What follows belongs to an exercise in optimizing a design on an open flow for small area; a production flow would make more cautious choices. Function was checked by simulation only, so behaviour that the tests miss may differ from the original. No activity file was given, so power comes from the tool's default toggle rates.

// instruction_decode_stage
module instruction_decode_stage #(
  parameter int DATA_W      = 32,
  parameter int STALL_CNT_W = 16
) (
  input  logic                   CLK,
  input  logic                   RESET,
  input  logic [31:0]            IR,
  input  logic [31:0]            PC_plus4,
  input  logic                   IF_valid,
  input  logic                   flush,
  input  logic                   WB_write_enable,
  input  logic [4:0]             WB_write_reg,
  input  logic [DATA_W-1:0]      WB_write_data,
  output logic                   PC_write_enable,
  output logic                   IF_ID_write_enable,
  output logic                   ID_EX_valid,
  output logic [31:0]            ID_EX_pc_plus4,
  output logic [DATA_W-1:0]      ID_EX_read_data1,
  output logic [DATA_W-1:0]      ID_EX_read_data2,
  output logic [31:0]            ID_EX_imm,
  output logic [31:0]            ID_EX_jump_target,
  output logic [4:0]             ID_EX_rs,
  output logic [4:0]             ID_EX_rt,
  output logic [4:0]             ID_EX_rd,
  output logic [4:0]             ID_EX_shamt,
  output logic [5:0]             ID_EX_funct,
  output logic                   ID_EX_reg_dst,
  output logic                   ID_EX_alu_src,
  output logic                   ID_EX_mem_to_reg,
  output logic                   ID_EX_reg_write,
  output logic                   ID_EX_mem_read,
  output logic                   ID_EX_mem_write,
  output logic                   ID_EX_branch,
  output logic                   ID_EX_jump,
  output logic [1:0]             ID_EX_alu_op,
  output logic                   ID_EX_illegal,
  output logic [STALL_CNT_W-1:0] stall_count
);
Settings: LEC_CHECK=0, CAP_MARGIN=20, CELL_PAD_IN_SITES_DETAIL_PLACEMENT=0, CELL_PAD_IN_SITES_GLOBAL_PLACEMENT=0, CORE_MARGIN=2, CORE_UTILIZATION=45, PLACE_DENSITY=0.6, SLEW_MARGIN=20; clock period 5.0 ns.
standard.sh (not shown) runs the stock make flow with config.mk's settings and CLKGATE_MAP_FILE= SYNTH_SCRIPT=/design/flow/synth_recipe.tcl, a recipe that flattens the netlist after the stock synthesis.
==> flow/flow/run.sh <==
#!/bin/bash
# Standard ORFS layout with three changes: port buffers use buf_1 (the default pick is a
# clkdlybuf4s50_1), CTS inserts no dummy loads, and CTS uses small clock buffers.
set -euo pipefail
cd "$(dirname "$0")/.."
CTS="-sink_clustering_enable -repair_clock_nets -dont_use_dummy_load"
CTS="$CTS -buf_list {sky130_fd_sc_hd__clkbuf_4 sky130_fd_sc_hd__clkbuf_8}"
bash standard.sh \
  BUFFER_PORTS_ARGS="-buffer_cell sky130_fd_sc_hd__buf_1" \
  CTS_ARGS="$CTS" \
  finish > flow_make.log 2>&1
The starting point reached the layout checks and failed them: negative setup slack.
Rerun with:
==> flow/flow/run.sh (replaced) <==
#!/bin/bash
# Standard ORFS layout with four changes:
# - synthesis maps the logic with an area-oriented ABC script (flow/abc_area.script) in place of
#   ORFS's speed script; everything else in synthesis is the standard one (synth_recipe.tcl);
# - port buffers use buf_1 (the default pick is a clkdlybuf4s50_1);
# - CTS inserts no dummy loads and uses larger sink clusters.
set -euo pipefail
cd "$(dirname "$0")/.."
WORK=$(pwd)
# ORFS scripts folder whose speed ABC script is replaced
mkdir -p "$WORK/scripts_abc"
for f in "$FLOW_HOME"/scripts/*; do ln -sf "$f" "$WORK/scripts_abc/"; done
rm -f "$WORK/scripts_abc/abc_speed.script"
cp "$WORK/flow/abc_area.script" "$WORK/scripts_abc/abc_speed.script"
bash standard.sh SCRIPTS_DIR="$WORK/scripts_abc" synth > synth_make.log 2>&1
CTS="-sink_clustering_enable -repair_clock_nets -dont_use_dummy_load"
CTS="$CTS -sink_clustering_size 20 -sink_clustering_max_diameter 80"
CTS="$CTS -buf_list {sky130_fd_sc_hd__clkbuf_4 sky130_fd_sc_hd__clkbuf_8 sky130_fd_sc_hd__clkbuf_16}"
bash standard.sh \
  BUFFER_PORTS_ARGS="-buffer_cell sky130_fd_sc_hd__buf_1" \
  CTS_ARGS="$CTS" \
  finish > flow_make.log 2>&1
==> flow/flow/abc_area.script (new file) <==
&get -n
&st
&dch
&nf -R 20
&st
&syn2
&dch
&nf -a -R 20
&put
topo
stime -c
- CAP_MARGIN: 20 -> 10
- CELL_PAD_IN_SITES_DETAIL_PLACEMENT: 0 -> 1
- CELL_PAD_IN_SITES_GLOBAL_PLACEMENT: 0 -> 2
- CORE_UTILIZATION: 45 -> 35
- PLACE_DENSITY: 0.6 -> 0.5
- SETUP_SLACK_MARGIN: default -> 0.15
- SLEW_MARGIN: 20 -> 10
Result: This time the run passed the timing, design-rule and antenna checks; via count drops by 3.7%; routed wire length climbs by about 12%; hold slack improved by 0.053 ns; clock power drops by about 9%.

instruction_decode_stage again, from the RTL that the note above started with.
Settings: LEC_CHECK=0, CAP_MARGIN=20, CELL_PAD_IN_SITES_DETAIL_PLACEMENT=1, CELL_PAD_IN_SITES_GLOBAL_PLACEMENT=2, CORE_MARGIN=2, CORE_UTILIZATION=40, PLACE_DENSITY=0.6, SETUP_SLACK_MARGIN=0.15, SLEW_MARGIN=10; clock period 5.0 ns.
==> flow/flow/run.sh <==
#!/bin/bash
# Standard ORFS layout with four changes:
# - synthesis maps the logic with an area-oriented ABC script (flow/abc_area.script) in place of
#   ORFS's speed script; everything else in synthesis is the standard one (synth_recipe.tcl);
# - port buffers use buf_1 (the default pick is a clkdlybuf4s50_1);
# - CTS inserts no dummy loads and uses larger sink clusters of clkbuf_16 only.
set -euo pipefail
cd "$(dirname "$0")/.."
WORK=$(pwd)
# ORFS scripts folder whose speed ABC script is replaced
mkdir -p "$WORK/scripts_abc"
for f in "$FLOW_HOME"/scripts/*; do ln -sf "$f" "$WORK/scripts_abc/"; done
rm -f "$WORK/scripts_abc/abc_speed.script"
cp "$WORK/flow/abc_area.script" "$WORK/scripts_abc/abc_speed.script"
bash standard.sh SCRIPTS_DIR="$WORK/scripts_abc" synth > synth_make.log 2>&1
CTS="-sink_clustering_enable -repair_clock_nets -dont_use_dummy_load"
CTS="$CTS -sink_clustering_size 24 -sink_clustering_max_diameter 80"
CTS="$CTS -buf_list {sky130_fd_sc_hd__clkbuf_16}"
bash standard.sh \
  BUFFER_PORTS_ARGS="-buffer_cell sky130_fd_sc_hd__buf_1" \
  CTS_ARGS="$CTS" \
  finish > flow_make.log 2>&1
==> flow/flow/abc_area.script <==
&get -n
&st
&dch
&nf -R 20
&st
&syn2
&dch
&nf -a -R 20
&put
topo
stime -c
Edit:
==> flow/run.sh (new file) <==
#!/bin/bash
# synth_recipe.tcl (not shown) runs the flow's synth.tcl, then flattens the netlist and writes it again
# the make line also repeats each setting of config.mk as NAME=value (left out here)
make -C /OpenROAD-flow-scripts/flow DESIGN_CONFIG=/design/flow/config.mk WORK_HOME=/design/flow/orfs CLKGATE_MAP_FILE= SYNTH_SCRIPT=/design/flow/synth_recipe.tcl finish
CAP_MARGIN = 40   (was 20)
CORE_UTILIZATION = 30   (was 40)
PLACE_DENSITY = 0.45   (was 0.6)
SETUP_SLACK_MARGIN = not set   (was 0.15)
SLEW_MARGIN = 40   (was 10)
removed: flow/flow/run.sh
removed: flow/flow/abc_area.script
removed: flow/standard.sh
Outcome: The new run completed without violations; setup slack improves by 0.015 ns; synthesized cell count climbs by 12%; first-iteration DRC count goes down by 38%.

instruction_decode_stage again, from the RTL that the note above started with.
export LEC_CHECK = 0
export CAP_MARGIN = 5
export CELL_PAD_IN_SITES_DETAIL_PLACEMENT = 1
export CELL_PAD_IN_SITES_GLOBAL_PLACEMENT = 2
export CORE_MARGIN = 2
export CORE_UTILIZATION = 35
export GPL_TIMING_DRIVEN = 0
export PLACE_DENSITY = 0.5
export SETUP_SLACK_MARGIN = 0.15
export SLEW_MARGIN = 5
create_clock -name core_clock -period 5.0 [get_ports {CLK}]
==> flow/flow/run.sh <==
#!/bin/bash
# Standard ORFS layout with four changes:
# - synthesis maps the logic with an area-oriented ABC script (flow/abc_area.script) in place of
#   ORFS's speed script; everything else in synthesis is the standard one (synth_recipe.tcl);
# - port buffers use buf_1 (the default pick is a clkdlybuf4s50_1);
# - CTS inserts no dummy loads and uses larger sink clusters.
set -euo pipefail
cd "$(dirname "$0")/.."
WORK=$(pwd)
# ORFS scripts folder whose speed ABC script is replaced
mkdir -p "$WORK/scripts_abc"
for f in "$FLOW_HOME"/scripts/*; do ln -sf "$f" "$WORK/scripts_abc/"; done
rm -f "$WORK/scripts_abc/abc_speed.script"
cp "$WORK/flow/abc_area.script" "$WORK/scripts_abc/abc_speed.script"
bash standard.sh SCRIPTS_DIR="$WORK/scripts_abc" synth > synth_make.log 2>&1
CTS="-sink_clustering_enable -repair_clock_nets -dont_use_dummy_load"
CTS="$CTS -sink_clustering_size 16 -sink_clustering_max_diameter 60"
CTS="$CTS -buf_list {sky130_fd_sc_hd__clkbuf_8}"
bash standard.sh \
  BUFFER_PORTS_ARGS="-buffer_cell sky130_fd_sc_hd__buf_1" \
  CTS_ARGS="$CTS" \
  finish > flow_make.log 2>&1
==> flow/flow/abc_area.script <==
&get -n
&st
&dch
&nf -R 20
&st
&syn2
&dch
&nf -a -R 20
&put
topo
stime -c
==> next run, changes <==
==> flow/flow/run.sh (replaced) <==
#!/bin/bash
# Standard ORFS layout with three changes: port buffers use buf_1 (the default pick is a
# clkdlybuf4s50_1), CTS inserts no dummy loads, and CTS uses larger sink clusters.
set -euo pipefail
cd "$(dirname "$0")/.."
CTS="-sink_clustering_enable -repair_clock_nets -dont_use_dummy_load"
CTS="$CTS -sink_clustering_size 20 -sink_clustering_max_diameter 80"
CTS="$CTS -buf_list {sky130_fd_sc_hd__clkbuf_4 sky130_fd_sc_hd__clkbuf_8 sky130_fd_sc_hd__clkbuf_16}"
bash standard.sh \
  BUFFER_PORTS_ARGS="-buffer_cell sky130_fd_sc_hd__buf_1" \
  CTS_ARGS="$CTS" \
  finish > flow_make.log 2>&1
CAP_MARGIN = 10   (was 5)
GPL_TIMING_DRIVEN = unset   (was 0)
SETUP_SLACK_MARGIN = unset   (was 0.15)
SLEW_MARGIN = 10   (was 5)
removed: flow/flow/abc_area.script
The new run ran to the end with violations: setup timing.
Routed wire length goes up by a few percent.
Register-to-register slack improves by 0.20 ns.
Synthesized cell count goes up by roughly a tenth.
Worst setup slack degrades by 0.28 ns.
Hold slack improves by 0.043 ns.
Cell count goes up slightly.
Non-clock buffer count goes down by 32.
Area after synthesis goes up by a few percent.
Maximum frequency goes down by a few percent.
Power goes up by a few percent.
==> next run, changes <==
--- a/flow/flow/run.sh
+++ b/flow/flow/run.sh
@@ -1,6 +1,16 @@
 #!/bin/bash
-# Standard ORFS layout with three changes: port buffers use buf_1 (the default pick is a
-# clkdlybuf4s50_1), CTS inserts no dummy loads, and CTS uses larger sink clusters.
+# Standard ORFS layout with four changes:
+# - synthesis maps the logic with an area-oriented ABC script (flow/abc_area.script) in place of
+#   ORFS's speed script; everything else in synthesis is the standard one (synth_recipe.tcl);
+# - port buffers use buf_1 (the default pick is a clkdlybuf4s50_1);
+# - CTS inserts no dummy loads and uses larger sink clusters.
 set -euo pipefail
 cd "$(dirname "$0")/.."
+WORK=$(pwd)
+# ORFS scripts folder whose speed ABC script is replaced
+mkdir -p "$WORK/scripts_abc"
+for f in "$FLOW_HOME"/scripts/*; do ln -sf "$f" "$WORK/scripts_abc/"; done
+rm -f "$WORK/scripts_abc/abc_speed.script"
+cp "$WORK/flow/abc_area.script" "$WORK/scripts_abc/abc_speed.script"
+bash standard.sh SCRIPTS_DIR="$WORK/scripts_abc" synth > synth_make.log 2>&1
 CTS="-sink_clustering_enable -repair_clock_nets -dont_use_dummy_load"
==> flow/flow/abc_area.script (new file) <==
&get -n
&st
&dch
&nf -R 20
&st
&syn2
&dch
&nf -a -R 20
&put
topo
stime -c
CAP_MARGIN = 0   (was 10)
SETUP_SLACK_MARGIN = 0.1   (was unset)
SLEW_MARGIN = 0   (was 10)
Result: With this change the flow finished clean; die area shrinks by 4.1%; combinational power decreases by 3.7%; cell count shrinks by 3.0%; final area came out lower by 1.0%; setup slack gets better by 0.11 ns; global-route usage went up by 1.1 points.

== build 38 ==
Starting RTL as in the previous note.
## instruction_decode_stage
module instruction_decode_stage #(
  parameter int DATA_W      = 32,
  parameter int STALL_CNT_W = 16
) (
  input  logic                   CLK,
  input  logic                   RESET,
  input  logic [31:0]            IR,
  input  logic [31:0]            PC_plus4,
  input  logic                   IF_valid,
  input  logic                   flush,
  input  logic                   WB_write_enable,
  input  logic [4:0]             WB_write_reg,
  input  logic [DATA_W-1:0]      WB_write_data,
  output logic                   PC_write_enable,
  output logic                   IF_ID_write_enable,
  output logic                   ID_EX_valid,
  output logic [31:0]            ID_EX_pc_plus4,
  output logic [DATA_W-1:0]      ID_EX_read_data1,
  output logic [DATA_W-1:0]      ID_EX_read_data2,
  output logic [31:0]            ID_EX_imm,
  output logic [31:0]            ID_EX_jump_target,
  output logic [4:0]             ID_EX_rs,
  output logic [4:0]             ID_EX_rt,
  output logic [4:0]             ID_EX_rd,
  output logic [4:0]             ID_EX_shamt,
  output logic [5:0]             ID_EX_funct,
  output logic                   ID_EX_reg_dst,
  output logic                   ID_EX_alu_src,
  output logic                   ID_EX_mem_to_reg,
  output logic                   ID_EX_reg_write,
  output logic                   ID_EX_mem_read,
  output logic                   ID_EX_mem_write,
  output logic                   ID_EX_branch,
  output logic                   ID_EX_jump,
  output logic [1:0]             ID_EX_alu_op,
  output logic                   ID_EX_illegal,
  output logic [STALL_CNT_W-1:0] stall_count
);
export LEC_CHECK = 0
export CAP_MARGIN = 20
export CELL_PAD_IN_SITES_DETAIL_PLACEMENT = 1
export CELL_PAD_IN_SITES_GLOBAL_PLACEMENT = 2
export CORE_MARGIN = 2
export CORE_UTILIZATION = 35
export PLACE_DENSITY = 0.6
export SETUP_SLACK_MARGIN = 0.15
export SLEW_MARGIN = 10
create_clock -name core_clock -period 5.0 [get_ports {CLK}]
==> flow/flow/run.sh <==
#!/bin/bash
# Standard ORFS layout with four changes:
# - synthesis maps the logic with an area-oriented ABC script (flow/abc_area.script) in place of
#   ORFS's speed script; everything else in synthesis is the standard one (synth_recipe.tcl);
# - port buffers use buf_1 (the default pick is a clkdlybuf4s50_1);
# - CTS inserts no dummy loads and uses larger sink clusters of clkbuf_16 only.
set -euo pipefail
cd "$(dirname "$0")/.."
WORK=$(pwd)
# ORFS scripts folder whose speed ABC script is replaced
mkdir -p "$WORK/scripts_abc"
for f in "$FLOW_HOME"/scripts/*; do ln -sf "$f" "$WORK/scripts_abc/"; done
rm -f "$WORK/scripts_abc/abc_speed.script"
cp "$WORK/flow/abc_area.script" "$WORK/scripts_abc/abc_speed.script"
bash standard.sh SCRIPTS_DIR="$WORK/scripts_abc" synth > synth_make.log 2>&1
CTS="-sink_clustering_enable -repair_clock_nets -dont_use_dummy_load"
CTS="$CTS -sink_clustering_size 24 -sink_clustering_max_diameter 80"
CTS="$CTS -buf_list {sky130_fd_sc_hd__clkbuf_16}"
bash standard.sh \
  BUFFER_PORTS_ARGS="-buffer_cell sky130_fd_sc_hd__buf_1" \
  CTS_ARGS="$CTS" \
  finish > flow_make.log 2>&1
==> flow/flow/abc_area.script <==
&get -n
&st
&dch
&nf -R 20
&st
&syn2
&dch
&nf -a -R 20
&put
topo
stime -c
Build 38 finished every stage and its layout cleared the timing, design-rule and antenna checks.
[inputs] build 5 vs build 38
--- a/flow/flow/run.sh
+++ b/flow/flow/run.sh
@@ -5,3 +5,3 @@
 # - port buffers use buf_1 (the default pick is a clkdlybuf4s50_1);
-# - CTS inserts no dummy loads and uses larger sink clusters of clkbuf_16 only.
+# - CTS inserts no dummy loads and uses larger sink clusters.
 set -euo pipefail
@@ -16,3 +16,3 @@
 CTS="-sink_clustering_enable -repair_clock_nets -dont_use_dummy_load"
-CTS="$CTS -sink_clustering_size 24 -sink_clustering_max_diameter 80"
+CTS="$CTS -sink_clustering_size 28 -sink_clustering_max_diameter 80"
 CTS="$CTS -buf_list {sky130_fd_sc_hd__clkbuf_16}"
--- a/flow/config.mk
+++ b/flow/config.mk
@@ -7,3 +7,3 @@
 export LEC_CHECK = 0
-export CAP_MARGIN = 20
+export CAP_MARGIN = 10
 export CELL_PAD_IN_SITES_DETAIL_PLACEMENT = 1
@@ -12,3 +12,3 @@
 export CORE_UTILIZATION = 35
-export PLACE_DENSITY = 0.6
+export PLACE_DENSITY = 0.5
 export SETUP_SLACK_MARGIN = 0.15
==> notes.md <==
- Higher detailed-routing iteration count for the pre-antenna-repair pass among build 5 and build 38: build 38
- The endpoint of the most critical setup path comes out ID_EX_read_data2[30] in one run and ID_EX_read_data1[18] in the other, namely in build 5 and build 38 respectively.
- Build 5 vs. build 38: cell-internal power higher; post-layout instance area roughly the same; total power higher; clock power higher.
- Looking at relative slew slack, build 5 sits below build 38.
Input changes introduced in build 90 (baseline for comparison: build 5):
==> flow/run.sh (new file) <==
#!/bin/bash
# synth_recipe.tcl (not shown) runs the flow's synth.tcl, then flattens the netlist and writes it again
# the make line also repeats each setting of config.mk as NAME=value (left out here)
make -C /OpenROAD-flow-scripts/flow DESIGN_CONFIG=/design/flow/config.mk WORK_HOME=/design/flow/orfs CLKGATE_MAP_FILE= SYNTH_SCRIPT=/design/flow/synth_recipe.tcl finish
--- a/flow/config.mk
+++ b/flow/config.mk
@@ -7,3 +7,3 @@
 export LEC_CHECK = 0
-export CAP_MARGIN = 10
+export CAP_MARGIN = 40
 export CELL_PAD_IN_SITES_DETAIL_PLACEMENT = 1
@@ -11,5 +11,4 @@
 export CORE_MARGIN = 2
-export CORE_UTILIZATION = 35
-export PLACE_DENSITY = 0.5
-export SETUP_SLACK_MARGIN = 0.15
-export SLEW_MARGIN = 10
+export CORE_UTILIZATION = 60
+export PLACE_DENSITY = 0.7
+export SLEW_MARGIN = 40
removed: flow/flow/run.sh
removed: flow/flow/abc_area.script
removed: flow/standard.sh
Results
Global placer's final weighted congestion is lower on build 5
Layout checks on build 90: not met. Flow itself completed; violations: negative setup slack.
Changes observed in build 90 relative to build 5: routed wire length decreased by 12000 µm relative to the old numbers; total of clock buffers placed in the layout increased by 77 relative to the old numbers.
Modified inputs, build 62 compared to build 90
==> flow/flow/run.sh (new file) <==
#!/bin/bash
# Standard ORFS layout with four changes:
# - synthesis maps the logic with an area-oriented ABC script (flow/abc_area.script) in place of
#   ORFS's speed script; everything else in synthesis is the standard one (synth_recipe.tcl);
# - port buffers use buf_1 (the default pick is a clkdlybuf4s50_1);
# - CTS inserts no dummy loads and uses larger sink clusters of clkbuf_16 only.
set -euo pipefail
cd "$(dirname "$0")/.."
WORK=$(pwd)
# ORFS scripts folder whose speed ABC script is replaced
mkdir -p "$WORK/scripts_abc"
for f in "$FLOW_HOME"/scripts/*; do ln -sf "$f" "$WORK/scripts_abc/"; done
rm -f "$WORK/scripts_abc/abc_speed.script"
cp "$WORK/flow/abc_area.script" "$WORK/scripts_abc/abc_speed.script"
bash standard.sh SCRIPTS_DIR="$WORK/scripts_abc" synth > synth_make.log 2>&1
CTS="-sink_clustering_enable -repair_clock_nets -dont_use_dummy_load"
CTS="$CTS -sink_clustering_size 24 -sink_clustering_max_diameter 80"
CTS="$CTS -buf_list {sky130_fd_sc_hd__clkbuf_16}"
bash standard.sh \
  BUFFER_PORTS_ARGS="-buffer_cell sky130_fd_sc_hd__buf_1" \
  CTS_ARGS="$CTS" \
  finish > flow_make.log 2>&1
==> flow/flow/abc_area.script (new file) <==
&get -n
&st
&dch
&nf -R 20
&st
&syn2
&dch
&nf -a -R 20
&put
topo
stime -c
==> flow/standard.sh (new file) <==
#!/bin/bash
# synth_recipe.tcl (not shown) runs the flow's synth.tcl, then flattens the netlist and writes it again
# the make line also repeats each setting of config.mk as NAME=value (left out here)
make -C /OpenROAD-flow-scripts/flow DESIGN_CONFIG=/design/flow/config.mk WORK_HOME=/design/flow/orfs CLKGATE_MAP_FILE= SYNTH_SCRIPT=/design/flow/synth_recipe.tcl "${@:-finish}"
--- a/flow/config.mk
+++ b/flow/config.mk
@@ -7,3 +7,3 @@
 export LEC_CHECK = 0
-export CAP_MARGIN = 40
+export CAP_MARGIN = 15
 export CELL_PAD_IN_SITES_DETAIL_PLACEMENT = 1
@@ -11,4 +11,5 @@
 export CORE_MARGIN = 2
-export CORE_UTILIZATION = 60
-export PLACE_DENSITY = 0.7
-export SLEW_MARGIN = 40
+export CORE_UTILIZATION = 35
+export PLACE_DENSITY = 0.55
+export SETUP_SLACK_MARGIN = 0.15
+export SLEW_MARGIN = 10
removed: flow/run.sh
## What came out
- Pre-CTS setup slack in build 62 is 0.24 ns higher than in build 90
- Build 62 against build 90; total half-perimeter wirelength after legalization and detailed placement is up by more than 10%.
- Build 90 and build 62: one clean run, build 62; the rest did not finish clean.
- From the logs: build 90 reached the end of the flow and failed the layout checks with negative setup slack.
- Against build 90, build 62 comes in 0.27 ns lower on minimum clock period after layout.
- Build 62: setup slack higher than build 90
- Core util | build 62 vs build 90 | build 62 lower

==> separate check: timing with driven ports <==
How much do the figures lean on ideal ports? The routed layouts below were timed once more, with nothing changed but the port constraints.
Step 1: set_driving_cell puts a clkbuf_16 on CLK and a buf_2 on each other input, an assumption about the parent block.
Step 2 also shifts input and output timing later by t, the mid clock arrival at the registers, as if the neighbouring blocks saw the same clock.
Slacks: no drivers / after step 1 / after step 2; pairs: no drivers / after step 1.
| run | t, ns | setup slack, ns | latest minus earliest clock arrival (ns) | worst slew at a driven data input, ns | pins driven straight from the clock port |
|---|---|---|---|---|---|
| the first run of note 1 | 0.887 | -0.115 / -0.167 / 0.720 | 0.063 / 0.063 | 0.16 | 1 |
| the second run of note 1 | 0.744 | 0.120 / 0.041 / 0.785 | 0.036 / 0.036 | 0.13 | 1 |
| the first run of note 2 | 0.797 | 0.013 / -0.072 / 0.725 | 0.082 / 0.082 | 0.13 | 1 |
| the second run of note 2 | 0.840 | 0.028 / -0.050 / 0.603 | 0.022 / 0.022 | 0.16 | 1 |
| the first run of note 3 | 0.931 | 0.237 / 0.157 / 1.024 | 0.105 / 0.105 | 0.14 | 1 |
| the second run of note 3 | 0.755 | -0.045 / -0.120 / 0.635 | 0.047 / 0.046 | 0.16 | 1 |
| the third run of note 3 | 0.748 | 0.069 / -0.011 / 0.737 | 0.040 / 0.040 | 0.13 | 1 |
| build 38 | 0.799 | 0.092 / 0.011 / 0.810 | 0.071 / 0.071 | 0.24 | 1 |
| build 5 | 0.748 | 0.127 / 0.043 / 0.791 | 0.069 / 0.069 | 0.13 | 1 |
| build 90 | 0.787 | -0.206 / -0.285 / 0.330 | 0.040 / 0.040 | 0.15 | 1 |
| build 62 | 0.803 | 0.059 / -0.024 / 0.779 | 0.076 / 0.077 | 0.13 | 1 |
